Background: an optimization exercise with open tools, aiming at small area, a short achievable clock period and few clock cycles. Do not read the settings as production practice. No functional check of the RTL was part of any run shown here.

==> flow/design.v (outline; a module is shown in full before it is edited, if it fits) <==
// module dot_tree: 1312 lines
// module dot_sum: 245 lines
// module accel_top: 200 lines
module accel_top #(
  parameter int ARRAY_N = 4
) (
  input  logic        clk,
  input  logic        arst_n,
  input  logic        psel,
  input  logic        penable,
  input  logic        pwrite,
  input  logic [11:0] paddr,
  input  logic [31:0] pwdata,
  output logic [31:0] prdata,
  output logic        pready,
  output logic        pslverr,
  output logic        interrupt,
  output logic        busy
);
  // ...
==> flow/flow/run.sh <==
#!/bin/bash
# layout flow: the standard flow, with timing repair asked for 6.0 ns of setup slack
# so that it keeps improving the achieved period beyond the 10 ns clock
set -euo pipefail
bash standard.sh SETUP_SLACK_MARGIN=6.0 finish > standard.log 2>&1
==> flow/standard.sh <==
#!/bin/bash
# synth_recipe.tcl (not shown) runs the flow's synth.tcl, then flattens the netlist and writes it again
# the make line also repeats each setting of config.mk as NAME=value (left out here)
make -C /OpenROAD-flow-scripts/flow DESIGN_CONFIG=/design/flow/config.mk WORK_HOME=/design/flow/orfs CLKGATE_MAP_FILE= SYNTH_SCRIPT=/design/flow/synth_recipe.tcl "${@:-finish}"
==> flow/config.mk <==
export PLATFORM = sky130hd
export DESIGN_NAME = accel_top
export DESIGN_NICKNAME = accel_top
export VERILOG_FILES = /design/flow/design.v
export SDC_FILE = /design/flow/constraint.sdc
export NUM_CORES = 4
export LEC_CHECK = 0
export CAP_MARGIN = 20
export CORE_MARGIN = 2
export CORE_UTILIZATION = 40
export PLACE_DENSITY = 0.6
export SLEW_MARGIN = 20
==> flow/constraint.sdc <==
create_clock -name core_clock -period 10.0 [get_ports {clk}]
set_input_delay 2.0000 -clock core_clock [delete_from_list [all_inputs] [get_ports {clk}]]
set_output_delay 2.0000 -clock core_clock [all_outputs]
set_load 0.01 [all_outputs]
==> summary.txt, run 1 <==
Clock network
  – CTS Buf Count: 78
  – Root Driver: clkbuf_16
  – Clock Latency Late Sink: roughly 0.63 ns

Synthesis
  – Seq/Total Area, Yosys: about 57%
  – Post-synth EDFFs: 256
  – Top-count cell post-synth: dfrtp_1
  – Largest family of logic cells by synthesized area: adder cells
  – Ys flop type: dfrtp_1
  – Simple-gate share of the synthesized area: under 10%
  – XOR/XNOR Fraction of Synth Area: 1.21%
  – Cells after synthesis: between 2000 and 2500

Timing
  – Tcrit/Tclk final: a little under 40%

Setup path
  – Reg2Reg Depth: 14
  – Critical Path Max Stage Delay: 0.53 ns
  – Worst-path cell chain: inv_1 > fa_1 > inv_1 > fa_1 > inv_2 > fa_1 > inv_2 > fa_2 > a21oi_2 > o21bai_2 > a2111o_1 > a21oi_2 > mux2i_1 > a311o_2
  – Worst setup path endpoint: prdata[14]

Cells and area
  – Top class by area: registers
  – Commonest non-fill, non-tap cells in the layout: 288 x dfrtp_1, 278 x inv_1, 256 x edfxtp_1, 234 x mux2_2, 226 x and2_1
  – Fin cells: 3462
  – Final nets: 2646
  – Most common cell after layout, fill and taps aside: dfrtp_1
  – Seq_cells: around 720

Outcome
  – Status: complete, no violations

Drt
  – Via density: about 5
  – Routed Wire Length: 74100 um

Placement
  – Placed insts: about 3300
==> run 2, diff against run 1 <==
==> flow/flow/run.sh (replaced) <==
#!/bin/bash
# layout flow: the standard flow, with timing repair asked for 6.6 ns of setup slack
# so that it keeps improving the achieved period beyond the 10 ns clock
set -euo pipefail
bash standard.sh SETUP_SLACK_MARGIN=6.6 finish > standard.log 2>&1
==> run 2 against run 1 <==
Still clean. Flip-flop and latch count unchanged. Critical path depth unchanged. Worst setup slack better by 0.17 ns. Non-clock buffer count up 18. Global-route usage up 0.088 points. Wire length up 4.3%. Area after synthesis unchanged. Design area up 1.9%. Sequential share of layout area down 0.87 points. Critical endpoint unchanged.
==> summary.txt, run 2 <==
Outcome
  – Status: complete, no violations (unchanged)

Synthesis
  – Largest family of logic cells by synthesized area: adder cells (unchanged)
  – Yosys warnings: 5 (unchanged)
  – Post-synth EDFFs: 256 (unchanged)
  – Ys flop type: dfrtp_1 (unchanged)
  – Post-Synthesis Mean Instance Area: 14.5 um2 (unchanged)
  – Cells after synthesis: 2234 (unchanged)
  – Seq/Total Area, Yosys: 56.9% (unchanged)
  – Multiplexer share of the synthesized area: 12.7% (unchanged)
  – Fraction of registers with async set/reset: 40.6% (unchanged)
  – Synth cell types: 61 (unchanged)
  – Top cell type's share of synthesized area: 23.7% (unchanged)
  – Area contributors post-synth: edfxtp_1 24%, dfrtp_1 23%, fa_1 14% (unchanged)
  – Post-Synthesis Cell Area: 0.0324 mm2 (unchanged)
  – Adder-Cell Fraction of Synth Area: 15.2% (unchanged)
  – Synth top cells by count: 292 x dfrtp_1, 281 x inv_1, 256 x edfxtp_1 (unchanged)
  – Top-count cell post-synth: dfrtp_1 (unchanged)
  – Simple-gate share of the synthesized area: 7.55% (unchanged)
  – Post-synthesis compound-gate area fraction: 2.01% (unchanged)
  – FF+latch count, synth: 721 (unchanged)
  – XOR/XNOR Fraction of Synth Area: 1.21% (unchanged)
  – Area leader, netlist: edfxtp_1 (unchanged)

Cells and area
  – Final nets: 2664 (was 2646)
  – Layout area overhead: 16.5% (was 14.3%)
  – Fin cells: 3476 (was 3462)
  – Share of layout cells above drive strength 1: 22.5% (was 19.8%)
  – Most common cell after layout, fill and taps aside: dfrtp_1 (unchanged)
  – Core Util, Final: 47.0% (was 46.1%)
  – Commonest non-fill, non-tap cells in the layout: 287 x dfrtp_1, 275 x inv_1, 256 x edfxtp_1, 234 x mux2_2, 225 x and2_1 (was 288 x dfrtp_1, 278 x inv_1, 256 x edfxtp_1, 234 x mux2_2, 226 x and2_1)
  – # diodes: 0 (was 1)

Clock network
  – Hold buffers post-CTS: 0 (unchanged)
  – Clock Latency Late Sink: 0.62 ns (was 0.63 ns)
  – CTS tree: built (unchanged)
  – CTS Buf Count: 78 (unchanged)
  – Root Driver: clkbuf_16 (unchanged)
  – Clk buf depth: 3 (unchanged)
  – Clock transition at path regs: 0.06 ns (was 0.07 ns)
  – CTS Sinks: 721 (unchanged)
  – # H-tree levels: 3 (unchanged)

Floorplan
  – Core Region: 0.0804 mm2 (unchanged)
  – Initial core utilization: 40.3% (unchanged)
  – Die ar.: 0.0834 mm2 (unchanged)
  – Chip Height: 289 um (unchanged)
  – Io pins: 85 (unchanged)
  – Die width: 289 um (unchanged)
  – Row count: 104 (unchanged)

Setup path
  – Critical Path AT: 4.22 ns (was 4.37 ns)
  – Worst path bufs/invs: 4 (unchanged)
  – Reg2Reg Depth: 14 (unchanged)
  – Crit. Startpoint: cs_q[4] (unchanged)
  – Worst reg2reg setup slack: 6.29 ns (was 6.12 ns)
  – Worst setup path endpoint: prdata[14] (unchanged)
  – Worst reg2reg path startpoint: cs_q[4] (unchanged)
  – Setup crit end kind: register (unchanged)
  – WP data required: 10.51 ns (was 10.49 ns)
  – Critical Path Max Stage Delay: 0.52 ns (was 0.53 ns)
  – Worst flop-to-flop path endpoint: prdata[14] (unchanged)
  – Delay-heaviest family, CP: adder cells (unchanged)
  – Worst-path cell chain: inv_2 > fa_1 > inv_1 > fa_1 > inv_1 > fa_1 > inv_2 > fa_2 > a21oi_2 > o21bai_2 > a2111o_1 > a21oi_2 > mux2i_1 > a311o_2 (was inv_1 > fa_1 > inv_1 > fa_1 > inv_2 > fa_1 > inv_2 > fa_2 > a21oi_2 > o21bai_2 > a2111o_1 > a21oi_2 > mux2i_1 > a311o_2)
  – Worst path depth: 14 (unchanged)
  – Crit start category: register (unchanged)
  – Critical path peak fanout: 2 (was 4)
  – CP most frequent cell: fa_1 (unchanged)
  – CP max-delay cell: fa_1 (unchanged)
  – Crit Path Class: reg -> reg (unchanged)

Timing
  – Pins Over Slew Limit: 0 (unchanged)
  – Final setup fails: 0 (unchanged)
  – Post-route setup slack: 6.29 ns (was 6.12 ns)
  – Worst Tran Pin Value: 1.04 ns (was 1.09 ns)
  – RSZ-0062 raised after global routing: true (unchanged)
  – Slew headroom: 30.7% (was 27.3%)
  – Post-Route Setup TNS: 0 ns (unchanged)
  – Clock skew: 0.0374 ns (was 0.0320 ns)
  – Fmax: 270 MHz (was 258 MHz)
  – Tmin final: 3.71 ns (was 3.88 ns)
  – Tcrit/Tclk final: 37.1% (was 38.8%)
  – Final Hold Vio Count: 0 (unchanged)

Flow run
  – Max-cap violation count: 0 (unchanged)

Drt
  – Avg WL per Cell: 22.2 um (was 21.4 um)
  – Via density: 5.07 (was 4.99)
  – # DRC: 0 (unchanged)
  – Drt pass-1 iters: 7 (was 5)
  – ANT nets after route: 0 (unchanged)
  – Routed Wire Length: 77300 um (was 74100 um)
  – Iteration-0 DRC Markers: 1214 (was 1026)
  – Vias: 17630 (was 17285)

Placement
  – Post-detail-place hpwl: 51500 um (was 51700 um)
  – Placed insts: 3314 (was 3313)
  – Placer Congestion: 0.984 (was 0.950)
  – Port Buffers: 70 (unchanged)
  – Post-place setup slack: 5.33 ns (was 5.34 ns)

Global routing
  – First-pass GRT wire length: 116000 um (was 115000 um)
  – Initial antenna violation count: 4 (was 5)
  – Vias in the first global route: 18982 (was 19016)
  – Largest net degree at the start of global routing: 173 (was 175)
  – GRT overflow: 0 (unchanged)
  – Total track usage: 18.5% (was 18.4%)

Worst hold path
  – Hold crit path type: reg -> reg (unchanged)
-- run 2: worst min-delay path by stage --
stage / start / end / slack, ns / cells after the start
4_1_cts: b_buf[10][3] / b_run[10][3] / 0.44 / 0
3_5_place_dp: a_buf[4][6] / a_run[4][6] / 0.43 / 0
6_report: b_buf[5][7] / b_run[5][7] / 0.44 / 0
3_3_place_gp: b_buf[9][7] / b_run[9][7] / 0.42 / 0
2_1_floorplan: p_idx[0] / op_idx[0] / 0.35 / 0
5_1_grt: a_buf[13][6] / a_run[13][6] / 0.45 / 0
-- run 2: worst reg2reg max path: cells and delay by family, from the launching register on --
family	cells	cell delay, ns
AOI/OAI and AO/OA	5	1.18
adders and majority gates	4	1.84
buffers and inverters	4	0.18
DFF	1	0.32
muxes	1	0.10
-- run 2: layer usage --
layer | GRT usage, % | routed length (um) | share of wire (%) | vias up
met2 | 30.8 | 37900 | 49 | 464
met1 | 25.4 | 34200 | 44 | 9336
met5 | 0 | 0 | 0 | -
met4 | 5.28 | 1950 | 2.5 | 0
li1 | - | - | - | 7686
met3 | 2.67 | 3270 | 4.2 | 144
-- run 2: cells by family (layout without fill, tap and decap cells) --
group / after synthesis / after routing
mux: 302 / 302
fa+ha+maj: 261 / 261
buf+inv: 361 / 530
compound gates: 102 / 102
xor+xnor: 45 / 45
other cells: 1 / 14
flops: 721 / 721
simple gates: 441 / 441
-- run 2: area by class of cell --
class,count,area (um2)
flip-flops and latches,721,18500
clock inverters,34,544
repair buffers,107,1210
multi-input cells,1165,13000
clock buffers,108,2200
inverters,281,1060
well taps,1060,1330
fillers,7017,42600
-- run 2: timing repair --
action | in CTS | in global routing
buffers inserted | 6 | 7
endpoints found under the setup margin | 54 | 26
gates cloned | 2 | 5
resized for setup | 85 | 65
pin swaps | 12 | 21
-- run 2: through the flow --
stage / area, um2 / hold slack [ns]
after global placement: 34300 / 0.424
after CTS: 37300 / 0.440
final: 37800 / 0.437
after detailed placement: 34300 / 0.427
after global routing: 37800 / 0.446
after floorplan: 32500 / 0.349
==> module accel_top, before the edit <==
module accel_top #(
  parameter int ARRAY_N = 4
) (
  input  logic        clk,
  input  logic        arst_n,
  input  logic        psel,
  input  logic        penable,
  input  logic        pwrite,
  input  logic [11:0] paddr,
  input  logic [31:0] pwdata,
  output logic [31:0] prdata,
  output logic        pready,
  output logic        pslverr,
  output logic        interrupt,
  output logic        busy
);
  localparam int CELLS   = ARRAY_N * ARRAY_N;
  localparam int CS_BITS = 90;
  logic       setup;
  logic       in_buf;
  logic       hit_ctrl, hit_status, hit_a, hit_b, hit_c;
  logic       ro_bits;
  logic       dec_err;
  logic [3:0] pidx;
  assign setup      = psel && !penable;
  assign in_buf     = (paddr[1:0] == 2'b00) && (paddr[7:6] == 2'b00);
  assign hit_ctrl   = (paddr == 12'h000);
  assign hit_status = (paddr == 12'h004);
  assign hit_a      = in_buf && (paddr[11:8] == 4'h1);
  assign hit_b      = in_buf && (paddr[11:8] == 4'h2);
  assign hit_c      = in_buf && (paddr[11:8] == 4'h3);
  assign ro_bits    = |{pwdata[31:2], pwdata[0]};
  assign pidx       = paddr[5:2];
  always_comb begin
    if (pwrite) begin
      dec_err = !(hit_ctrl || hit_status || hit_a || hit_b) || (hit_status && ro_bits) ||
                ((hit_a || hit_b) && busy);
    end else begin
      dec_err = !(hit_ctrl || hit_status || hit_a || hit_b || hit_c);
    end
  end
  logic       wr_a_q, wr_b_q, wr_ctrl_q, start_q, clr_q, err_q;
  logic       rd_status, rd_ctrl, rd_c;
  logic [3:0] idx_q;
  logic       c_pend, c_pend_n;
  logic [3:0] idx_n;
  logic       c_hit, c_hit_n;
  logic       cvalid;
  logic       irq_en, irq_en_n;
  logic       done, done_n;
  logic       start;
  logic       pready_q;
  assign rd_status = setup && !pwrite && hit_status;
  assign rd_ctrl   = setup && !pwrite && hit_ctrl;
  assign rd_c      = setup && !pwrite && hit_c;
  always_ff @(posedge clk or negedge arst_n) begin
    if (!arst_n) begin
      wr_a_q      <= 1'b0;
      wr_b_q      <= 1'b0;
      wr_ctrl_q   <= 1'b0;
      start_q     <= 1'b0;
      clr_q       <= 1'b0;
      err_q       <= 1'b0;
      idx_q       <= '0;
      c_pend      <= 1'b0;
      c_hit       <= 1'b0;
      pready_q    <= 1'b1;
    end else begin
      wr_a_q      <= setup && pwrite && hit_a && !busy;
      wr_b_q      <= setup && pwrite && hit_b && !busy;
      wr_ctrl_q   <= setup && pwrite && hit_ctrl;
      start_q     <= setup && pwrite && hit_ctrl && pwdata[0];
      clr_q       <= setup && pwrite && hit_status && !ro_bits && pwdata[1];
      err_q       <= setup && dec_err;
      idx_q       <= idx_n;
      c_pend      <= c_pend_n;
      c_hit       <= c_hit_n;
      pready_q    <= !c_pend_n || c_hit_n;
    end
  end
  logic interrupt_q;
  assign start    = start_q && !busy;
  assign irq_en_n = wr_ctrl_q ? pwdata[1] : irq_en;
  assign done_n   = busy || (done && !clr_q);
  always_ff @(posedge clk or negedge arst_n) begin
    if (!arst_n) begin
      busy        <= 1'b0;
      done        <= 1'b0;
      irq_en      <= 1'b0;
      cvalid      <= 1'b0;
      interrupt_q <= 1'b0;
    end else begin
      busy        <= start;
      done        <= done_n;
      irq_en      <= irq_en_n;
      interrupt_q <= done_n && irq_en_n;
      if (start) begin
        cvalid <= 1'b1;
      end
    end
  end
  assign interrupt = interrupt_q;
  logic [7:0] a_buf [CELLS];
  logic [7:0] b_buf [CELLS];
  logic [7:0] a_run [CELLS];
  logic [7:0] b_run [CELLS];
  always_ff @(posedge clk or negedge arst_n) begin
    if (!arst_n) begin
      for (int n = 0; n < CELLS; n++) begin
        a_buf[n] <= '0;
        b_buf[n] <= '0;
      end
    end else begin
      for (int n = 0; n < CELLS; n++) begin
        if (wr_a_q && idx_q == 4'(n)) a_buf[n] <= pwdata[7:0];
        if (wr_b_q && idx_q == 4'(n)) b_buf[n] <= pwdata[7:0];
      end
    end
  end
  always_ff @(posedge clk) begin
    if (start) begin
      for (int n = 0; n < CELLS; n++) begin
        a_run[n] <= a_buf[n];
        b_run[n] <= b_buf[n];
      end
    end
  end
  logic [3:0]  p_idx;            
  logic [3:0]  op_idx, t1_idx, res_idx;
  logic        op_v, t1_v, res_v;
  logic [31:0] arow, bcol;
  logic [31:0] op_a, op_b;
  logic [CS_BITS-1:0] cs_d, cs_q;
  logic [23:0] dot;
  logic [23:0] rdata_q;
  logic        in_flight;
  logic        held;
  for (genvar k = 0; k < ARRAY_N; k++) begin : g_sel
    assign arow[k*8 +: 8] = a_run[p_idx[3:2] * ARRAY_N + k];
    assign bcol[k*8 +: 8] = b_run[k * ARRAY_N + p_idx[1:0]];
  end
  dot_tree u_tree (.a(op_a), .b(op_b), .cs(cs_d));
  dot_sum  u_sum  (.cs(cs_q), .dot(dot));
  always_ff @(posedge clk) begin
    op_a  <= arow;
    op_b  <= bcol;
    cs_q  <= cs_d;
  end
  assign in_flight = (p_idx == pidx) || (op_v && op_idx == pidx) || (t1_v && t1_idx == pidx);
  assign held = (p_idx == idx_q) || (op_v && op_idx == idx_q) || (t1_v && t1_idx == idx_q) ||
                (res_v && res_idx == idx_q);
  assign idx_n    = setup ? pidx : idx_q;
  assign c_pend_n = setup ? rd_c : (c_pend && !c_hit);
  assign c_hit_n  = c_pend_n && t1_v && !start && (t1_idx == idx_n);
  always_ff @(posedge clk) begin
    if (c_pend_n) begin
      rdata_q <= cvalid ? dot : 24'd0;
    end else begin
      rdata_q <= {22'd0, (rd_status && done_n) || (rd_ctrl && irq_en_n), rd_status && start};
    end
  end
  always_ff @(posedge clk or negedge arst_n) begin
    if (!arst_n) begin
      p_idx   <= '0;
      op_idx  <= '0;
      t1_idx  <= '0;
      res_idx <= '0;
      op_v    <= 1'b0;
      t1_v    <= 1'b0;
      res_v   <= 1'b0;
    end else begin
      op_idx  <= p_idx;
      t1_idx  <= op_idx;
      res_idx <= t1_idx;
      op_v    <= !start;
      t1_v    <= op_v && !start;
      res_v   <= t1_v && !start;
      if (setup && !pwrite && hit_c) begin
        if (!in_flight) begin
          p_idx <= pidx;
        end else if (p_idx == pidx) begin
          p_idx <= pidx + 4'd1;
        end else begin
          p_idx <= pidx + 4'd2;
        end
      end else if (start) begin
        p_idx <= '0;
      end else if (c_pend && !held) begin
        p_idx <= idx_q;
      end else if (c_pend && p_idx == idx_q) begin
        p_idx <= idx_q + 4'd1;
      end else if (busy) begin
        p_idx <= 4'd1;
      end
    end
  end
  assign pready  = pready_q;
  assign pslverr = err_q;
  assign prdata  = {8'd0, rdata_q};
endmodule
==> run 3, diff against run 2 <==
--- a/flow/design.v
+++ b/flow/design.v
@@ -1609,7 +1609,8 @@
   logic       pready_q;
   assign rd_status = setup && !pwrite && hit_status;
   assign rd_ctrl   = setup && !pwrite && hit_ctrl;
-  assign rd_c      = setup && !pwrite && hit_c;
+  assign rd_c      = psel && !penable && !pwrite && (paddr[11:8] == 4'h3) &&
+                     (paddr[7:6] == 2'b00) && (paddr[1:0] == 2'b00);
   always_ff @(posedge clk or negedge arst_n) begin
     if (!arst_n) begin
       wr_a_q      <= 1'b0;
@@ -1707,13 +1708,15 @@
   assign held = (p_idx == idx_q) || (op_v && op_idx == idx_q) || (t1_v && t1_idx == idx_q) ||
                 (res_v && res_idx == idx_q);
   assign idx_n    = setup ? pidx : idx_q;
-  assign c_pend_n = setup ? rd_c : (c_pend && !c_hit);
-  assign c_hit_n  = c_pend_n && t1_v && !start && (t1_idx == idx_n);
+  assign c_pend_n = rd_c || (c_pend && !c_hit);
+  assign c_hit_n  = t1_v && !start &&
+                    ((rd_c && t1_idx == pidx) || (c_pend && !c_hit && t1_idx == idx_q));
   always_ff @(posedge clk) begin
+    rdata_q[23:2] <= (c_pend_n && cvalid) ? dot[23:2] : 22'd0;
     if (c_pend_n) begin
-      rdata_q <= cvalid ? dot : 24'd0;
+      rdata_q[1:0] <= cvalid ? dot[1:0] : 2'd0;
     end else begin
-      rdata_q <= {22'd0, (rd_status && done_n) || (rd_ctrl && irq_en_n), rd_status && start};
+      rdata_q[1:0] <= {(rd_status && done_n) || (rd_ctrl && irq_en_n), rd_status && start};
     end
   end
   always_ff @(posedge clk or negedge arst_n) begin
==> run 3 against run 2 <==
Critical path type unchanged. Clock skew is 0.016 ns lower. Largest cell class unchanged. Critical path depth stayed put.
==> summary.txt, run 3 <==
Outcome
  – Status: complete, no violations (unchanged)

Global routing
  – Largest net degree at the start of global routing: 212 (was 173)
  – Initial antenna violation count: 7 (was 4)
  – Total track usage: 18.3% (was 18.5%)
  – GRT overflow: 0 (unchanged)
  – First-pass GRT wire length: 114000 um (was 116000 um)
  – Vias in the first global route: 18745 (was 18982)

Synthesis
  – Area leader, netlist: edfxtp_1 (unchanged)
  – Post-Synthesis Mean Instance Area: 14.6 um2 (was 14.5 um2)
  – Fraction of registers with async set/reset: 40.6% (unchanged)
  – Cells after synthesis: 2220 (was 2234)
  – Area contributors post-synth: edfxtp_1 24%, dfrtp_1 23%, fa_1 14% (unchanged)
  – Post-Synthesis Cell Area: 0.0324 mm2 (about the same)
  – Top cell type's share of synthesized area: 23.7% (about the same)
  – Synth cell types: 66 (was 61)
  – Synth top cells by count: 292 x dfrtp_1, 284 x inv_1, 256 x edfxtp_1 (was 292 x dfrtp_1, 281 x inv_1, 256 x edfxtp_1)
  – Ys flop type: dfrtp_1 (unchanged)
  – Top-count cell post-synth: dfrtp_1 (unchanged)
  – FF+latch count, synth: 721 (unchanged)
  – Yosys warnings: 5 (unchanged)
  – Seq/Total Area, Yosys: 56.9% (about the same)
  – Post-synth EDFFs: 256 (unchanged)

Timing
  – Tcrit/Tclk final: 35.3% (was 37.1%)
  – Fmax: 283 MHz (was 270 MHz)
  – Clock skew: 0.0209 ns (was 0.0374 ns)
  – Final setup fails: 0 (unchanged)
  – Post-route setup slack: 6.47 ns (was 6.29 ns)
  – Pins Over Slew Limit: 0 (unchanged)
  – Slew headroom: 39.2% (was 30.7%)
  – Tmin final: 3.53 ns (was 3.71 ns)
  – Post-Route Setup TNS: 0 ns (unchanged)
  – Worst Tran Pin Value: 0.910 ns (was 1.04 ns)
  – Final Hold Vio Count: 0 (unchanged)
  – RSZ-0062 raised after global routing: true (unchanged)

Setup path
  – Critical Path AT: 4.04 ns (was 4.22 ns)
  – Critical Path Max Stage Delay: 0.52 ns (about the same)
  – Delay-heaviest family, CP: adder cells (unchanged)
  – Worst path bufs/invs: 4 (unchanged)
  – Setup crit end kind: register (unchanged)
  – Crit start category: register (unchanged)
  – CP most frequent cell: fa_1 (unchanged)
  – Worst-path cell chain: inv_2 > fa_1 > inv_1 > fa_1 > inv_1 > fa_1 > inv_2 > fa_2 > a21o_1 > a21oi_2 > o21a_4 > o31a_1 > o21ai_1 > mux2i_1 (was inv_2 > fa_1 > inv_1 > fa_1 > inv_1 > fa_1 > inv_2 > fa_2 > a21oi_2 > o21bai_2 > a2111o_1 > a21oi_2 > mux2i_1 > a311o_2)
  – WP data required: 10.50 ns (was 10.51 ns)
  – CP max-delay cell: fa_1 (unchanged)
  – Crit Path Class: reg -> reg (unchanged)
  – Critical path peak fanout: 5 (was 2)

Clock network
  – Clk buf depth: 3 (unchanged)
  – CTS Sinks: 721 (unchanged)
  – # H-tree levels: 3 (unchanged)
  – Clock transition at path regs: 0.06 ns (about the same)
  – CTS Buf Count: 75 (was 78)
  – Root Driver: clkbuf_16 (unchanged)
  – CTS tree: built (unchanged)
  – Clock Latency Late Sink: 0.63 ns (was 0.62 ns)

Floorplan
  – Die ar.: 0.0834 mm2 (about the same)
  – Row count: 104 (unchanged)
  – Core Region: 0.0804 mm2 (unchanged)
  – Io pins: 85 (unchanged)
  – Die width: 289 um (about the same)
  – Chip Height: 289 um (about the same)
  – Initial core utilization: 40.3% (about the same)

Placement
  – Post-place setup slack: 5.51 ns (was 5.33 ns)
  – Port Buffers: 70 (unchanged)
  – Post-detail-place hpwl: 50600 um (was 51500 um)
  – Placer Congestion: 1.01 (was 0.984)

Drt
  – # DRC: 0 (unchanged)
  – Vias: 17157 (was 17630)
  – Via density: 4.96 (was 5.07)
  – ANT nets after route: 0 (unchanged)
  – Drt pass-1 iters: 5 (was 7)
  – Routed Wire Length: 73300 um (was 77300 um)
  – Iteration-0 DRC Markers: 1046 (was 1214)
  – Avg WL per Cell: 21.2 um (was 22.2 um)

Worst hold path
  – Hold crit path type: reg -> reg (unchanged)

Cells and area
  – Commonest non-fill, non-tap cells in the layout: 289 x dfrtp_1, 276 x inv_1, 256 x edfxtp_1, 234 x mux2_2, 225 x and2_1 (was 287 x dfrtp_1, 275 x inv_1, 256 x edfxtp_1, 234 x mux2_2, 225 x and2_1)
  – Most common cell after layout, fill and taps aside: dfrtp_1 (unchanged)
  – Layout area overhead: 14.9% (was 16.5%)
  – Fillers: 7107 (was 7017)
  – Share of layout cells above drive strength 1: 22.5% (about the same)
  – Final nets: 2646 (was 2664)

Flow run
  – Max-cap violation count: 0 (unchanged)
-- run 3: cell count changes in the layout (fill, tap and decap cells not counted), moves of 5 or more --
cell / before / now
clkbuf_16: 86 / 76
nor2_2: 1 / 11
nor2_1: 31 / 22
bufinv_16: 11 / 3
clkbuf_8: 7 / 15
clkdlybuf4s50_1: 35 / 43
buf_4: 19 / 26
buf_12: 8 / 2
dlymetal6s2s_1: 6 / 0
nand2_1: 89 / 83
nor3_2: 0 / 5
xor2_1: 27 / 22
-- run 3: cells by family after synthesis --
logic type	count (synthesis)	share of synthesized area (%)
xor+xnor	40	1.08
fa+ha+maj	261	15.2
compound gates	99	2.03
flops	721	56.9
mux	302	12.7
simple gates	433	7.48
other cells	1	0.0116
buf+inv	363	4.53
-- run 3: path summary, 6_finish.rpt --
kind / slack [ns] / to / startpoint / depth (start not counted)
setup / recovery: 6.47 / rdata_q[16] / cs_q[4] / 14
hold / removal: 0.43 / a_run[5][0] / a_buf[5][0] / 0
setup reg to reg: 6.47 / rdata_q[16] / cs_q[4] / 14
hold reg to reg: 0.43 / a_run[5][0] / a_buf[5][0] / 0
max in group asynchronous: 6.93 / b_buf[0][1] / arst_n / 3
min in group asynchronous: 1.35 / b_buf[6][5] / arst_n / 1
-- run 3: per-layer routing --
metal	track usage [%]	vias up	share of wire [%]
met5	0	-	0
met2	30.8	328	49
met4	4.96	0	2.3
li1	-	7613	-
met3	2.79	114	3.4
met1	24.7	9102	45
-- run 3: per-stage QoR --
step	area (um2)	cells	hold slack [ns]	utilization [%]
finish	37300	3459	0.431	46.4
global route	37300	3458	0.436	46.4
CTS	37100	3450	0.431	46.1
detailed placement	34300	3300	0.425	42.7
global placement	34300	3300	0.421	42.7
floorplan	32600	2233	0.349	-
-- run 3: repair_timing --
item                                    CTS  global route
hold buffers                              0             0
pin swaps                                45            19
gates resized for setup                  88            23
endpoints found under the setup margin  207            98
buffers inserted                         11             6
-- run 3: cell type report --
type                    count  area (um2)  area share [%]
inverters                 284        1070            2.87
repair buffers            105        1000            2.70
clock buffers             115        2200            5.90
multi-input cells        1149       12900            34.6
clock inverters            24         292           0.782
flip-flops and latches    721       18500            49.6
diodes                      1        2.50         0.00671
well taps                1060        1330            3.56
==> run 4, diff against run 3 <==
--- a/flow/config.mk
+++ b/flow/config.mk
@@ -8,5 +8,6 @@
 export CAP_MARGIN = 20
 export CORE_MARGIN = 2
 export CORE_UTILIZATION = 40
+export CTS_BUF_LIST = sky130_fd_sc_hd__clkbuf_4
 export PLACE_DENSITY = 0.6
 export SLEW_MARGIN = 20
==> run 4 against run 3 <==
Still clean. Clock-buffer cell count up 169. Design area about the same. Global-route usage is 0.29 points higher. Register-to-register slack got worse by 0.05 ns. Non-clock buffer count rose by 1. Critical path type is now reg -> out. Critical endpoint is now pready. Largest cell class unchanged.
==> summary.txt, run 4 <==
Timing
  – Final Hold Vio Count: 0 (unchanged)
  – Clock skew: 0.0492 ns (was 0.0209 ns)
  – Tmin final: 3.62 ns (was 3.53 ns)
  – RSZ-0062 raised after global routing: true (unchanged)
  – Final setup fails: 0 (unchanged)
  – Tcrit/Tclk final: 36.2% (was 35.3%)
  – Pins Over Slew Limit: 0 (unchanged)
  – Post-Route Setup TNS: 0 ns (unchanged)
  – Worst Tran Pin Value: 0.922 ns (was 0.910 ns)
  – Fmax: 276 MHz (was 283 MHz)
  – Slew headroom: 38.4% (was 39.2%)

Placement
  – Placer Congestion: 1.01 (unchanged)
  – Post-detail-place hpwl: 50600 um (unchanged)
  – Port Buffers: 70 (unchanged)

Setup path
  – Critical path peak fanout: 1 (was 5)
  – Reg2Reg Depth: 15 (was 14)
  – Crit Path Class: reg -> out (was reg -> reg)
  – Worst setup path endpoint: pready (was rdata_q[16])
  – Worst reg2reg setup slack: 6.42 ns (was 6.47 ns)
  – Worst-path cell chain: buf_6 (was inv_2 > fa_1 > inv_1 > fa_1 > inv_1 > fa_1 > inv_2 > fa_2 > a21o_1 > a21oi_2 > o21a_4 > o31a_1 > o21ai_1 > mux2i_1)
  – Critical Path AT: 1.62 ns (was 4.04 ns)
  – Worst path bufs/invs: 1 (was 4)
  – Worst flop-to-flop path endpoint: rdata_q[14] (was rdata_q[16])
  – Delay-heaviest family, CP: flip-flops (was adder cells)
  – WP data required: 8.00 ns (was 10.50 ns)
  – Worst path depth: 1 (was 14)
  – Critical Path Max Stage Delay: 0.53 ns (was 0.52 ns)
  – Worst reg2reg path startpoint: cs_q[4] (unchanged)
  – Setup crit end kind: output port (was register)
  – Crit. Startpoint: pready_q (was cs_q[4])
  – CP max-delay cell: dfstp_2 (was fa_1)
  – Crit start category: register (unchanged)

Clock network
  – CTS Buf Count: 180 (was 75)
  – Clock transition at path regs: 0.07 ns (was 0.06 ns)
  – CTS tree: built (unchanged)
  – Clk buf depth: 3 (unchanged)
  – Root Driver: clkbuf_4 (was clkbuf_16)
  – CTS Sinks: 721 (unchanged)
  – # H-tree levels: 4 (was 3)
  – Clock Latency Late Sink: 1.04 ns (was 0.63 ns)
  – Hold buffers post-CTS: 0 (unchanged)

Global routing
  – GRT overflow: 0 (unchanged)
  – Initial antenna violation count: 12 (was 7)
  – First-pass GRT wire length: 115000 um (was 114000 um)
  – Vias in the first global route: 19694 (was 18745)
  – Total track usage: 18.6% (was 18.3%)
  – Largest net degree at the start of global routing: 212 (unchanged)

Synthesis
  – Top cell type's share of synthesized area: 23.7% (unchanged)
  – Ys flop type: dfrtp_1 (unchanged)
  – Yosys warnings: 5 (unchanged)
  – Area leader, netlist: edfxtp_1 (unchanged)
  – Post-Synthesis Cell Area: 0.0324 mm2 (unchanged)
  – Top-count cell post-synth: dfrtp_1 (unchanged)
  – Seq/Total Area, Yosys: 56.9% (unchanged)
  – Area contributors post-synth: edfxtp_1 24%, dfrtp_1 23%, fa_1 14% (unchanged)
  – Synth top cells by count: 292 x dfrtp_1, 284 x inv_1, 256 x edfxtp_1 (unchanged)
  – Post-Synthesis Mean Instance Area: 14.6 um2 (unchanged)
  – Fraction of registers with async set/reset: 40.6% (unchanged)
  – Post-synth EDFFs: 256 (unchanged)
  – Cells after synthesis: 2220 (unchanged)
  – Synth cell types: 66 (unchanged)
  – FF+latch count, synth: 721 (unchanged)

Floorplan
  – Die width: 289 um (unchanged)
  – Initial core utilization: 40.3% (unchanged)
  – Die ar.: 0.0834 mm2 (unchanged)
  – Core Region: 0.0804 mm2 (unchanged)
  – Row count: 104 (unchanged)
  – Chip Height: 289 um (unchanged)
  – Io pins: 85 (unchanged)

Cells and area
  – Fillers: 7183 (was 7107)
  – Layout area overhead: 14.8% (was 14.9%)
  – Core Util, Final: 46.3% (was 46.4%)
  – Share of layout cells above drive strength 1: 29.3% (was 22.5%)
  – Most common cell after layout, fill and taps aside: dfrtp_1 (unchanged)
  – Final nets: 2752 (was 2646)
  – Commonest non-fill, non-tap cells in the layout: 289 x dfrtp_1, 284 x clkbuf_4, 275 x inv_1, 256 x edfxtp_1, 234 x mux2_2 (was 289 x dfrtp_1, 276 x inv_1, 256 x edfxtp_1, 234 x mux2_2, 225 x and2_1)
  – Footprint of the multi-input gates: 0.0128 mm2 (was 0.0129 mm2)
  – Sequential Area: 0.0185 mm2 (about the same)

Drt
  – Avg WL per Cell: 20.2 um (was 21.2 um)
  – Iteration-0 DRC Markers: 1061 (was 1046)
  – # DRC: 0 (unchanged)
  – Drt pass-1 iters: 5 (unchanged)
  – Via density: 4.88 (was 4.96)
  – Routed Wire Length: 73700 um (was 73300 um)
  – Vias: 17848 (was 17157)
  – ANT nets after route: 0 (unchanged)

Flow run
  – Max-cap violation count: 0 (unchanged)

Outcome
  – Status: complete, no violations (unchanged)

Worst hold path
  – Hold crit path type: reg -> reg (unchanged)
run 4: cell counts after synthesis:
Identical to the previous run, type by type.
run 4: stage by stage:
step / area [um2] / instances / setup WS (ns) / hold WS (ns)
2_1_floorplan: 32600 / 2233 / 5.08 / 0.349
3_3_place_gp: 34300 / 3300 / 5.57 / 0.421
3_5_place_dp: 34300 / 3300 / 5.51 / 0.425
4_1_cts: 37000 / 3635 / 6.27 / 0.409
5_1_grt: 37200 / 3653 / 6.28 / 0.438
6_report: 37200 / 3656 / 6.38 / 0.404
run 4: worst min path at each step:
stage,slack (ns),cells past startpoint,startpoint,to
final,0.40,0,a_buf[9][3],a_run[9][3]
after global placement,0.42,0,a_buf[8][5],a_run[8][5]
after floorplan,0.35,0,p_idx[0],op_idx[0]
after global routing,0.44,0,a_buf[9][3],a_run[9][3]
after CTS,0.41,0,b_buf[9][5],b_run[9][5]
after detailed placement,0.43,0,b_buf[6][7],b_run[6][7]
run 4: cells by family (layout without fill, tap and decap cells):
| group | Yosys count | in the layout | share of synthesized area, % |
|---|---|---|---|
| other | 1 | 23 | 0.0116 |
| xor gates and xnor gates | 40 | 40 | 1.08 |
| AOI/OAI and AO/OA | 99 | 99 | 2.03 |
| muxes | 302 | 302 | 12.7 |
| buffers and inverters | 363 | 717 | 4.53 |
| and+or+nand+nor | 433 | 433 | 7.48 |
| adders and majority gates | 261 | 261 | 15.2 |
| DFF | 721 | 721 | 56.9 |
run 4: layout make-up:
cell class	instances	share of cell area [%]
Antenna cell	9	0.0605
Clock buffer	284	5.72
Clock inverter	43	0.843
Inverter	284	2.87
Multi-Input combinational cell	1149	34.5
Sequential cell	721	49.7
Tap cell	1060	3.56
Timing Repair Buffer	106	2.76
run 4: repair_timing:
action,4_1_cts,5_1_grt
resized for setup,150,38
endpoints found under the setup margin,41,115
pin swaps,30,28
setup buffers,8,10
run 4: metal layers:
layer	part of all wire, %	wire length (um)	track usage (%)	up-vias
met4	2.1	1540	6.69	0
met5	0	0	0	-
met3	4.9	3640	3.69	119
li1	-	-	-	7977
met2	49	36200	30.7	461
met1	44	32400	24.4	9291
==> run 5, diff against run 4 <==
--- a/flow/config.mk
+++ b/flow/config.mk
@@ -8,6 +8,8 @@
 export CAP_MARGIN = 20
 export CORE_MARGIN = 2
 export CORE_UTILIZATION = 40
-export CTS_BUF_LIST = sky130_fd_sc_hd__clkbuf_4
+export CTS_BUF_LIST = sky130_fd_sc_hd__clkbuf_16
+export CTS_CLUSTER_DIAMETER = 60
+export CTS_CLUSTER_SIZE = 25
 export PLACE_DENSITY = 0.6
 export SLEW_MARGIN = 20
==> run 5 against run 4 <==
Wire length decreased by 2.3%. Synthesized cell count unchanged. Sequential share of layout area grew 1.2 points. Critical path type is now reg -> reg. Highest routed layer unchanged. Still clean.
==> summary.txt, run 5 <==
Synthesis
  – Post-Synthesis Cell Area: 0.0324 mm2 (unchanged)
  – Ys flop type: dfrtp_1 (unchanged)
  – Synth top cells by count: 292 x dfrtp_1, 284 x inv_1, 256 x edfxtp_1 (unchanged)
  – Seq/Total Area, Yosys: 56.9% (unchanged)
  – Cells after synthesis: 2220 (unchanged)
  – Top cell type's share of synthesized area: 23.7% (unchanged)
  – Yosys warnings: 5 (unchanged)
  – Top-count cell post-synth: dfrtp_1 (unchanged)
  – Post-Synthesis Mean Instance Area: 14.6 um2 (unchanged)
  – Post-synthesis compound-gate area fraction: 2.03% (unchanged)
  – XOR/XNOR Fraction of Synth Area: 1.08% (unchanged)
  – Largest family of logic cells by synthesized area: adder cells (unchanged)
  – Synth cell types: 66 (unchanged)
  – Post-synth EDFFs: 256 (unchanged)
  – Multiplexer share of the synthesized area: 12.7% (unchanged)
  – Area leader, netlist: edfxtp_1 (unchanged)
  – Simple-gate share of the synthesized area: 7.48% (unchanged)
  – Fraction of registers with async set/reset: 40.6% (unchanged)
  – Area contributors post-synth: edfxtp_1 24%, dfrtp_1 23%, fa_1 14% (unchanged)
  – Adder-Cell Fraction of Synth Area: 15.2% (unchanged)
  – FF+latch count, synth: 721 (unchanged)

Cells and area
  – Fin cells: 3407 (was 3656)
  – Core Util, Final: 45.2% (was 46.3%)
  – Final nets: 2621 (was 2752)
  – Share of layout cells above drive strength 1: 21.8% (was 29.3%)
  – Commonest non-fill, non-tap cells in the layout: 289 x dfrtp_1, 280 x inv_1, 256 x edfxtp_1, 234 x mux2_2, 225 x and2_1 (was 289 x dfrtp_1, 284 x clkbuf_4, 275 x inv_1, 256 x edfxtp_1, 234 x mux2_2)
  – Layout area overhead: 12.2% (was 14.8%)
  – Most common cell after layout, fill and taps aside: dfrtp_1 (unchanged)

Global routing
  – First-pass GRT wire length: 112000 um (was 115000 um)
  – Total track usage: 17.9% (was 18.6%)
  – Initial antenna violation count: 9 (was 12)
  – Vias in the first global route: 18423 (was 19694)
  – GRT overflow: 0 (unchanged)
  – Largest net degree at the start of global routing: 212 (unchanged)

Placement
  – Port Buffers: 70 (unchanged)
  – Post-detail-place hpwl: 50600 um (unchanged)
  – Placed insts: 3300 (unchanged)
  – Placer Congestion: 1.01 (unchanged)
  – Post-place setup slack: 5.51 ns (unchanged)

Setup path
  – Setup crit end kind: register (was output port)
  – Crit Path Class: reg -> reg (was reg -> out)
  – Critical path peak fanout: 4 (was 1)
  – WP data required: 10.56 ns (was 8.00 ns)
  – Crit start category: register (unchanged)
  – Critical Path AT: 4.12 ns (was 1.62 ns)

Timing
  – Clock skew: 0.0292 ns (was 0.0492 ns)
  – Tmin final: 3.57 ns (was 3.62 ns)
  – Pins Over Slew Limit: 0 (unchanged)
  – RSZ-0062 raised after global routing: true (unchanged)
  – Tcrit/Tclk final: 35.7% (was 36.2%)
  – Slew headroom: 37.1% (was 38.4%)
  – Final setup fails: 0 (unchanged)
  – Fmax: 280 MHz (was 276 MHz)
  – Worst Tran Pin Value: 0.942 ns (was 0.922 ns)
  – Post-route setup slack: 6.43 ns (was 6.38 ns)
  – Final Hold Vio Count: 0 (unchanged)
  – Post-Route Setup TNS: 0 ns (unchanged)

Floorplan
  – Initial core utilization: 40.3% (unchanged)
  – Die ar.: 0.0834 mm2 (unchanged)
  – Row count: 104 (unchanged)
  – Chip Height: 289 um (unchanged)
  – Core Region: 0.0804 mm2 (unchanged)
  – Die width: 289 um (unchanged)
  – Io pins: 85 (unchanged)

Clock network
  – # H-tree levels: 2 (was 4)
  – Clock Latency Late Sink: 0.62 ns (was 1.04 ns)
  – Clock transition at path regs: 0.09 ns (was 0.07 ns)
  – CTS tree: built (unchanged)
  – Root Driver: clkbuf_16 (was clkbuf_4)
  – Clk buf depth: 3 (unchanged)
  – CTS Buf Count: 44 (was 180)
  – CTS Sinks: 721 (unchanged)

Drt
  – Via density: 4.99 (was 4.88)
  – # DRC: 0 (unchanged)
  – Drt pass-1 iters: 7 (was 5)
  – Vias: 16991 (was 17848)
  – ANT nets after route: 0 (unchanged)
  – Avg WL per Cell: 21.1 um (was 20.2 um)
  – Routed Wire Length: 72000 um (was 73700 um)
  – Iteration-0 DRC Markers: 1042 (was 1061)

Flow run
  – Max-cap violation count: 0 (unchanged)

Worst hold path
  – Hold crit path type: reg -> reg (unchanged)

Outcome
  – Status: complete, no violations (unchanged)
run 5: cell counts after synthesis:
No cell type changed its count.
run 5: logic make-up after synthesis:
logic type,after synthesis
xor gates and xnor gates,40
adders and majority gates,261
AOI/OAI and AO/OA,99
buffers and inverters,363
other,1
DFF,721
and+or+nand+nor,433
muxes,302
run 5: metrics by stage:
step,cell area (um2),hold WS [ns]
2_1_floorplan,32600,0.349
4_1_cts,36200,0.440
5_1_grt,36400,0.454
3_3_place_gp,34300,0.421
3_5_place_dp,34300,0.425
6_report,36400,0.440
run 5: worst paths after layout:
path	cells after the start	endpoint	slack, ns	startpoint
min in group asynchronous	1	b_buf[5][3]	1.35	arst_n
setup / recovery	14	rdata_q[14]	6.43	cs_q[4]
hold reg to reg	0	b_run[11][7]	0.44	b_buf[11][7]
max in group asynchronous	3	a_buf[15][5]	6.89	arst_n
hold / removal	0	b_run[11][7]	0.44	b_buf[11][7]
setup reg to reg	14	rdata_q[14]	6.43	cs_q[4]
run 5: area by class of cell:
| cell class | instances | area, um2 |
|---|---|---|
| Clock buffer | 44 | 1100 |
| Antenna cell | 1 | 2.50 |
| Clock inverter | 37 | 443 |
| Multi-Input combinational cell | 1149 | 12900 |
| Fill cell | 7137 | 44000 |
| Timing Repair Buffer | 111 | 1070 |
| Sequential cell | 721 | 18500 |
| Tap cell | 1060 | 1330 |
| Inverter | 284 | 1070 |
run 5: repair_timing:
action,4_1_cts,5_1_grt
hold buffers,0,0
setup buffers,15,8
pin swaps,23,28
endpoints found under the setup margin,209,100
gates resized for setup,82,32
run 5: critical path, cell delays in order (launching register included):
cell	delay [ns]
dfxtp_2	0.33
inv_2	0.03
fa_1	0.52
inv_1	0.05
fa_1	0.47
inv_1	0.05
fa_1	0.49
inv_2	0.06
fa_2	0.40
a21o_1	0.18
a21oi_2	0.17
o21a_2	0.22
o311ai_2	0.17
a211o_1	0.33
nand2_1	0.06
run 5: metal layers:
metal / share of wire, % / global-route usage, % / vias to the layer above
met5: 0 / 0 / -
met4: 2.2 / 4.51 / 0
met3: 3.9 / 2.01 / 105
met2: 49 / 30.3 / 370
met1: 45 / 24.7 / 8973
li1: - / - / 7543
==> run 6, diff against run 5 <==
--- a/flow/config.mk
+++ b/flow/config.mk
@@ -9,7 +9,7 @@
 export CORE_MARGIN = 2
 export CORE_UTILIZATION = 40
 export CTS_BUF_LIST = sky130_fd_sc_hd__clkbuf_16
-export CTS_CLUSTER_DIAMETER = 60
-export CTS_CLUSTER_SIZE = 25
+export CTS_CLUSTER_DIAMETER = 80
+export CTS_CLUSTER_SIZE = 32
 export PLACE_DENSITY = 0.6
 export SLEW_MARGIN = 20
==> run 6 against run 5 <==
Sequential share of layout area rose by 0.72 points. Die area is the same. First-iteration DRC count rose by 8.3%. Worst setup slack worse by 0.019 ns.
==> summary.txt, run 6 <==
Drt
  – Avg WL per Cell: 21.2 um (was 21.1 um)
  – Vias: 16754 (was 16991)
  – Drt pass-1 iters: 5 (was 7)
  – Via density: 4.96 (was 4.99)
  – # DRC: 0 (unchanged)
  – Routed Wire Length: 71700 um (was 72000 um)
  – ANT nets after route: 0 (unchanged)
  – Iteration-0 DRC Markers: 1128 (was 1042)

Cells and area
  – Fillers: 7196 (was 7137)
  – Layout area overhead: 10.6% (was 12.2%)
  – Fin cells: 3380 (was 3407)
  – Commonest non-fill, non-tap cells in the layout: 289 x dfrtp_1, 282 x inv_1, 256 x edfxtp_1, 234 x mux2_2, 225 x and2_1 (was 289 x dfrtp_1, 280 x inv_1, 256 x edfxtp_1, 234 x mux2_2, 225 x and2_1)
  – Most common cell after layout, fill and taps aside: dfrtp_1 (unchanged)
  – Core Util, Final: 44.6% (was 45.2%)
  – Final nets: 2603 (was 2621)
  – Final Instance Area: 0.0359 mm2 (was 0.0364 mm2)
  – Share of layout cells above drive strength 1: 20.5% (was 21.8%)

Setup path
  – Worst reg2reg setup slack: 6.41 ns (was 6.43 ns)
  – Setup crit end kind: register (unchanged)
  – Worst flop-to-flop path endpoint: rdata_q[12] (was rdata_q[14])
  – Reg2Reg Depth: 15 (was 14)
  – Critical Path AT: 4.15 ns (was 4.12 ns)
  – Critical path peak fanout: 4 (unchanged)
  – Crit Path Class: reg -> reg (unchanged)
  – WP data required: 10.56 ns (about the same)
  – Worst reg2reg path startpoint: cs_q[4] (unchanged)
  – Crit start category: register (unchanged)

Placement
  – Placer Congestion: 1.01 (unchanged)
  – Placed insts: 3300 (unchanged)
  – Post-detail-place hpwl: 50600 um (unchanged)
  – Port Buffers: 70 (unchanged)
  – DP Area: 0.0343 mm2 (unchanged)

Synthesis
  – Post-Synthesis Mean Instance Area: 14.6 um2 (unchanged)
  – Post-Synthesis Cell Area: 0.0324 mm2 (unchanged)
  – Area leader, netlist: edfxtp_1 (unchanged)
  – FF+latch count, synth: 721 (unchanged)
  – Fraction of registers with async set/reset: 40.6% (unchanged)
  – Top cell type's share of synthesized area: 23.7% (unchanged)
  – Cells after synthesis: 2220 (unchanged)
  – Area contributors post-synth: edfxtp_1 24%, dfrtp_1 23%, fa_1 14% (unchanged)
  – Synth cell types: 66 (unchanged)
  – Seq/Total Area, Yosys: 56.9% (unchanged)
  – Post-synth EDFFs: 256 (unchanged)
  – Yosys warnings: 5 (unchanged)
  – Synth top cells by count: 292 x dfrtp_1, 284 x inv_1, 256 x edfxtp_1 (unchanged)
  – Ys flop type: dfrtp_1 (unchanged)
  – Top-count cell post-synth: dfrtp_1 (unchanged)

Global routing
  – Vias in the first global route: 18162 (was 18423)
  – GRT overflow: 0 (unchanged)
  – Initial antenna violation count: 8 (was 9)
  – First-pass GRT wire length: 111000 um (was 112000 um)
  – Total track usage: 17.7% (was 17.9%)
  – Largest net degree at the start of global routing: 212 (unchanged)

Timing
  – RSZ-0062 raised after global routing: true (unchanged)
  – Final Hold Vio Count: 0 (unchanged)
  – Fmax: 279 MHz (was 280 MHz)
  – Clock skew: 0.0273 ns (was 0.0292 ns)
  – Pins Over Slew Limit: 0 (unchanged)
  – Post-Route Setup TNS: 0 ns (unchanged)
  – Tcrit/Tclk final: 35.9% (was 35.7%)
  – Worst Tran Pin Value: 0.956 ns (was 0.942 ns)
  – Tmin final: 3.59 ns (was 3.57 ns)
  – Final setup fails: 0 (unchanged)
  – Slew headroom: 36.2% (was 37.1%)

Clock network
  – CTS Sinks: 721 (unchanged)
  – # H-tree levels: 1 (was 2)
  – Root Driver: clkbuf_16 (unchanged)
  – CTS Buf Count: 31 (was 44)
  – CTS tree: built (unchanged)
  – Clk buf depth: 3 (unchanged)
  – Clock transition at path regs: 0.12 ns (was 0.09 ns)
  – Clock Latency Late Sink: 0.66 ns (was 0.62 ns)

Floorplan
  – Die width: 289 um (unchanged)
  – Row count: 104 (unchanged)
  – Core Region: 0.0804 mm2 (unchanged)
  – Initial core utilization: 40.3% (unchanged)
  – Io pins: 85 (unchanged)
  – Chip Height: 289 um (unchanged)
  – Die ar.: 0.0834 mm2 (unchanged)

Worst hold path
  – Hold crit path type: reg -> reg (unchanged)
  – Worst Min Path Start: a_buf[13][3] (was b_buf[11][7])
  – Endpoint, Worst Hold: a_run[13][3] (was b_run[11][7])
  – Hold Path Cell Cnt: 0 (unchanged)

Outcome
  – Status: complete, no violations (unchanged)

Flow run
  – Max-cap violation count: 0 (unchanged)
## run 6: cell counts after synthesis
No cell type changed its count.
## run 6: repair_timing
action | 4_1_cts | 5_1_grt
endpoints found under the hold margin | 0 | 0
pin swaps | 40 | 26
gates resized for setup | 81 | 24
hold buffers | 0 | 0
buffers inserted | 11 | 7
setup endpoints to repair | 206 | 24
## run 6: per-stage QoR
step,worst slack [ns],hold slack (ns)
2_1_floorplan,5.08,0.349
3_3_place_gp,5.57,0.421
3_5_place_dp,5.51,0.425
4_1_cts,6.39,0.450
5_1_grt,6.26,0.459
6_report,6.41,0.442
## run 6: cell type report
cell class,count,area (um2),share of cell area (%)
flip-flops and latches,721,18500,51.6
multi-input cells,1149,12900,35.9
well taps,1060,1330,3.70
inverters,284,1070,2.98
repair buffers,106,1010,2.81
clock buffers,31,776,2.16
clock inverters,27,318,0.886
diodes,2,5.00,0.0140
## run 6: logic make-up after synthesis
family / Yosys count / synth area share (%)
other: 1 / 0.0116
XOR/XNOR: 40 / 1.08
adder cells (fa/ha/maj): 261 / 15.2
buffers and inverters: 363 / 4.53
flip-flops: 721 / 56.9
multiplexers: 302 / 12.7
AND/OR/NAND/NOR: 433 / 7.48
AO/OA/AOI/OAI: 99 / 2.03
## run 6: layer usage
metal / up-vias / wire length (um) / track usage (%)
met3: 84 / 2590 / 1.56
met1: 8867 / 32200 / 24.7
met5: - / 0 / 0
li1: 7495 / - / -
met4: 0 / 1410 / 3.65
met2: 308 / 35500 / 30.4
## run 6: worst max-delay path, cell delays in order, from the launching register on
cell and delay [ns]:
dfxtp_2 0.34, inv_2 0.03, fa_1 0.52, inv_1 0.05, fa_1 0.47, inv_1 0.05, fa_1 0.49, inv_2 0.06
fa_2 0.40, a21o_1 0.18, a21oi_2 0.17, o21a_2 0.24, o31a_1 0.16, buf_6 0.13, xnor2_2 0.06, and2_4 0.15
## run 6: worst max-delay path by stage
stage | startpoint | end | slack, ns | cells after the start
after global placement | arst_n | irq_en | 5.57 | 3
after CTS | cs_q[4] | rdata_q[16] | 6.39 | 14
final | cs_q[4] | rdata_q[12] | 6.41 | 15
after global routing | cs_q[4] | rdata_q[16] | 6.26 | 15
after detailed placement | arst_n | b_buf[8][3] | 5.51 | 3
after floorplan | busy | a_run[0][0] | 5.08 | 3

-- static timing again, ports no longer ideal --
No port has a modelled driver above. Below, the same layouts with a new extraction and two added sets of constraints.
Step 1 sets driving cells, clkbuf_16 on the clock port and buf_2 on the other inputs (assumed; they add their load-dependent delay and slew).
Step 2 adds t to the input delays and takes it off the output delays; t is the mean of the earliest and latest rising clock arrival at the registers after step 1. Input paths then give back, and output paths get back, about the clock's delay inside the block.
Slacks: ideal ports / drivers / drivers and shift; pairs: ideal ports / drivers.
| run | shift t [ns] | slack for setup (ns) | hold slack, ns | clock arrival spread, ns |
|---|---|---|---|---|
| run 1 | 0.681 | 6.121 / 6.121 / 5.553 | 0.432 / 0.432 / 0.432 | 0.033 / 0.033 |
| run 2 | 0.668 | 6.290 / 6.290 / 5.668 | 0.437 / 0.437 / 0.437 | 0.039 / 0.039 |
| run 3 | 0.677 | 6.466 / 6.466 / 5.993 | 0.431 / 0.431 / 0.431 | 0.024 / 0.023 |
| run 4 | 1.079 | 6.376 / 6.314 / 5.609 | 0.404 / 0.404 / 0.404 | 0.068 / 0.069 |
| run 5 | 0.667 | 6.431 / 6.431 / 6.003 | 0.440 / 0.440 / 0.440 | 0.034 / 0.034 |
| run 6 | 0.712 | 6.412 / 6.412 / 5.946 | 0.442 / 0.442 / 0.442 | 0.030 / 0.031 |
After both steps every run listed still meets setup and hold. The setup slack of run 4, which loses most, moves by -0.062 ns with the drivers and by -0.767 ns with both steps.
